Context: an optimization exercise on an open-source flow, tuned for small area and a short achievable clock period. The choices shown serve that exercise and are no tape-out recipe.
At most, simulation tests tie the RTL to the original design; equivalence was not proved.
The clock port is modelled as an ideal driver, which makes a skipped or thinned clock tree look cheaper than it is; a real chip needs a root buffer or a tree.

## router
module router #(
    parameter router_pkg::coord_t cur_x = '0,
    parameter router_pkg::coord_t cur_y = '0
) (
    input  logic              clk,
    input  logic              rst,
    input  router_pkg::flit_t in_xpos,
    input  logic              in_xpos_valid,
    input  router_pkg::flit_t in_ypos,
    input  logic              in_ypos_valid,
    input  router_pkg::flit_t inject_xpos,
    input  logic              inject_xpos_valid,
    input  router_pkg::flit_t inject_ypos,
    input  logic              inject_ypos_valid,
    output router_pkg::flit_t out_xpos,
    output logic              out_xpos_valid,
    output router_pkg::flit_t out_ypos,
    output logic              out_ypos_valid,
    output router_pkg::flit_t eject_xpos,
    output logic              eject_xpos_valid,
    output router_pkg::flit_t eject_ypos,
    output logic              eject_ypos_valid
);
==> module flit_queue, before the edit <==
module flit_queue #(
    parameter int width      = 81,
    parameter int tag_w      = 1,
    parameter int depth      = 8,
    parameter bit free_write = 0
) (
    input  logic             clk,
    input  logic             rst,
    input  logic [width-1:0] wr_data,
    input  logic [tag_w-1:0] wr_tag,
    input  logic             wr_en,
    input  logic             wr_en_next,
    input  logic             rd_en,
    output logic [width-1:0] rd_data,
    output logic [tag_w-1:0] head_tag,
    output logic             not_empty_next,
    output logic [tag_w-1:0] head_tag_next,
    output logic             not_empty,
    output logic             full,
    output logic             almost_full
);
    logic [width-1:0] mem [depth];
    logic [tag_w-1:0] tag [depth];
    logic [depth-1:0] wr_oh;
    logic [depth-1:0] rd_oh;
    logic [depth-1:0] rd_oh_next;
    logic [depth-1:0] rd_oh_d;
    logic [depth-1:0] rd_oh_m;
    logic [depth-1:0] rd_oh_w;
    logic [depth:0]   occ;
    logic             do_wr;
    logic             do_rd;
    logic [depth-1:0] wr_oh_d;
    logic [depth:0]   occ_d;
    logic [depth-1:0] wsel;
    logic [tag_w-1:0] next_tag;
    assign do_wr = free_write ? (wr_en && !full) : wr_en;
    assign do_rd = rd_en && not_empty;
    assign not_empty   = !occ[0];
    assign full        = occ[depth];
    assign almost_full = occ[depth-1];
    assign rd_oh_next = {rd_oh[depth-2:0], rd_oh[depth-1]};
    always_comb begin
        next_tag = '0;
        for (int i = 0; i < depth; i++) begin
            next_tag = next_tag | (tag[i] & {tag_w{rd_oh_next[i]}});
        end
    end
    assign rd_oh_d = do_rd ? rd_oh_next : rd_oh;
    assign wr_oh_d = do_wr ? {wr_oh[depth-2:0], wr_oh[depth-1]} : wr_oh;
    always_comb begin
        if (do_rd) begin
            occ_d = do_wr ? occ : {1'b0, occ[depth:1]};
        end else begin
            occ_d = do_wr ? {occ[depth-1:0], 1'b0} : occ;
        end
    end
    always_ff @(posedge clk) begin
        if (rst) begin
            wr_oh <= depth'(1);
            rd_oh   <= depth'(1);
            rd_oh_m <= '0;
            rd_oh_w <= '0;
            occ   <= (depth + 1)'(1);
            wsel  <= free_write ? depth'(1) : '0;
        end else begin
            wr_oh <= wr_oh_d;
            rd_oh   <= rd_oh_d;
            rd_oh_m <= rd_oh_d & {depth{!occ_d[0]}};
            rd_oh_w <= rd_oh_d & {depth{!occ_d[0] || wr_en}};
            occ   <= occ_d;
            wsel  <= wr_oh_d & {depth{free_write ? !occ_d[depth] : wr_en_next}};
        end
    end
    assign not_empty_next = !rst && !occ_d[0];
    always_comb begin
        if (do_wr && (occ[0] || (occ[1] && do_rd))) begin
            head_tag_next = wr_tag;
        end else if (do_rd) begin
            head_tag_next = next_tag;
        end else begin
            head_tag_next = head_tag;
        end
    end
    always_ff @(posedge clk) begin
        head_tag <= head_tag_next;
    end
    for (genvar i = 0; i < depth; i++) begin : g_slot
        always_ff @(posedge clk) begin
            if (wsel[i]) begin
                mem[i] <= wr_data;
                tag[i] <= wr_tag;
            end
        end
    end
    localparam int w1 = width / 3;
    localparam int w2 = (2 * width) / 3;
    always_comb begin
        rd_data = '0;
        for (int i = 0; i < depth; i++) begin
            rd_data[w1-1:0] = rd_data[w1-1:0] |
                              (mem[i][w1-1:0] & {w1{rd_oh[i]}});
            rd_data[w2-1:w1] = rd_data[w2-1:w1] |
                               (mem[i][w2-1:w1] & {(w2-w1){rd_oh_m[i]}});
            rd_data[width-1:w2] = rd_data[width-1:w2] |
                                  (mem[i][width-1:w2] & {(width-w2){rd_oh_w[i]}});
        end
    end
endmodule
clock: 4.5 ns
lec_check: 0
cap_margin: 20
core_margin: 2
core_utilization: 65
max_routing_layer: met4
setup_slack_margin: 2.6
slew_margin: 20
standard.sh (not shown) runs the stock make flow with config.mk's settings and CLKGATE_MAP_FILE= SYNTH_SCRIPT=/design/flow/synth_recipe.tcl, a recipe that flattens the netlist after the stock synthesis.
==> flow/flow/run.sh <==
#!/bin/bash
# Standard ORFS layout with a few changes to how it is made:
#  - port buffers are plain buffers rather than the resizer's default pick
#  - the clock tree is a three-level tree built by flow/cts_hook.tcl in
#    place of TritonCTS (four root buffers fed by the clock port, sixteen
#    mid buffers, leaf buffers of at most 26 flip-flops each)
#  - before timing repair at that step, output-port flip-flops get their
#    other loads split off behind a buffer and their port buffers moved next
#    to them (flow/split_loads.tcl)
#  - timing repair may resize a cell to a different footprint
# make's full output (every tool it runs) goes to flow_make.log here; ORFS
# also keeps each step's own log under orfs/logs.
set -euo pipefail
export BUFFER_PORTS_ARGS="-buffer_cell sky130_fd_sc_hd__buf_2"
export PRE_CTS_TCL="$PWD/flow/cts_hook.tcl"
bash standard.sh MATCH_CELL_FOOTPRINT=0 finish > flow_make.log 2>&1
Other scripts of this flow, unchanged in this note and not shown: flow/flow/cts_hook.tcl, flow/flow/manual_cts.tcl, flow/flow/split_loads.tcl
Next try:
--- a/flow/design.v
+++ b/flow/design.v
@@ -38,11 +38,10 @@
     logic [depth-1:0] wr_oh;
     logic [depth-1:0] rd_oh;
     logic [depth-1:0] rd_oh_next;
     logic [depth-1:0] rd_oh_d;
     logic [depth-1:0] rd_oh_m;
-    logic [depth-1:0] rd_oh_w;
     logic [depth:0]   occ;
     logic             do_wr;
     logic             do_rd;
     logic [depth-1:0] wr_oh_d;
     logic [depth:0]   occ_d;
@@ -72,18 +71,16 @@
     always_ff @(posedge clk) begin
         if (rst) begin
             wr_oh <= depth'(1);
             rd_oh   <= depth'(1);
             rd_oh_m <= '0;
-            rd_oh_w <= '0;
             occ   <= (depth + 1)'(1);
             wsel  <= free_write ? depth'(1) : '0;
         end else begin
             wr_oh <= wr_oh_d;
             rd_oh   <= rd_oh_d;
             rd_oh_m <= rd_oh_d & {depth{!occ_d[0]}};
-            rd_oh_w <= rd_oh_d & {depth{!occ_d[0] || wr_en}};
             occ   <= occ_d;
             wsel  <= wr_oh_d & {depth{free_write ? !occ_d[depth] : wr_en_next}};
         end
     end
     assign not_empty_next = !rst && !occ_d[0];
@@ -105,21 +102,18 @@
                 mem[i] <= wr_data;
                 tag[i] <= wr_tag;
             end
         end
     end
-    localparam int w1 = width / 3;
-    localparam int w2 = (2 * width) / 3;
+    localparam int lo_w = width / 2;
     always_comb begin
         rd_data = '0;
         for (int i = 0; i < depth; i++) begin
-            rd_data[w1-1:0] = rd_data[w1-1:0] |
-                              (mem[i][w1-1:0] & {w1{rd_oh[i]}});
-            rd_data[w2-1:w1] = rd_data[w2-1:w1] |
-                               (mem[i][w2-1:w1] & {(w2-w1){rd_oh_m[i]}});
-            rd_data[width-1:w2] = rd_data[width-1:w2] |
-                                  (mem[i][width-1:w2] & {(width-w2){rd_oh_w[i]}});
+            rd_data[lo_w-1:0] = rd_data[lo_w-1:0] |
+                                (mem[i][lo_w-1:0] & {lo_w{rd_oh[i]}});
+            rd_data[width-1:lo_w] = rd_data[width-1:lo_w] |
+                                    (mem[i][width-1:lo_w] & {(width-lo_w){rd_oh_m[i]}});
         end
     end
 endmodule
 `timescale 1ns/10ps
 module route_comp #(
Clock skew stays flat.
Design area is lower by about 0.56%.
Synthesized area decreases by about 0.8%.
Worst setup slack got worse by 0.0099 ns.
Hold slack got worse by 0.0097 ns.
The RTL of the first run of this note was laid out without a check of its function. No run of this note takes its clock network from TritonCTS; it comes from the design's own scripts or RTL.

-- port drivers added, routing unchanged --
In the flow no input, the clock included, has a driving cell. The finished layouts below were timed again as built, in two steps.
Step 1 (the two cells are an assumption about what drives the block):
set clk [get_ports {clk}]
set_driving_cell -lib_cell sky130_fd_sc_hd__clkbuf_16 $clk
set_driving_cell -lib_cell sky130_fd_sc_hd__buf_2 [delete_from_list [all_inputs] $clk]
Step 2 adds t to the input delays and takes it off the output delays; t is the mean of the earliest and latest rising clock arrival at the registers after step 1. Input paths then give back, and output paths get back, about the clock's delay inside the block.
Three values: no drivers, after step 1, after step 2; two values: the first two.
| run | shift t [ns] | slack for setup (ns) | worst register clock-pin slew, ns | worst data-port slew with drivers (ns) |
|---|---|---|---|---|
| the first run | 0.735 | 2.542 / 2.343 / 1.651 | 0.10 / 0.10 | 0.54 |
| the second run | 0.742 | 2.532 / 2.329 / 1.777 | 0.11 / 0.11 | 0.28 |
After both steps every run listed still meets setup and hold. The setup slack of the first run, which loses most, moves by -0.199 ns with the drivers and by -0.891 ns with both steps.
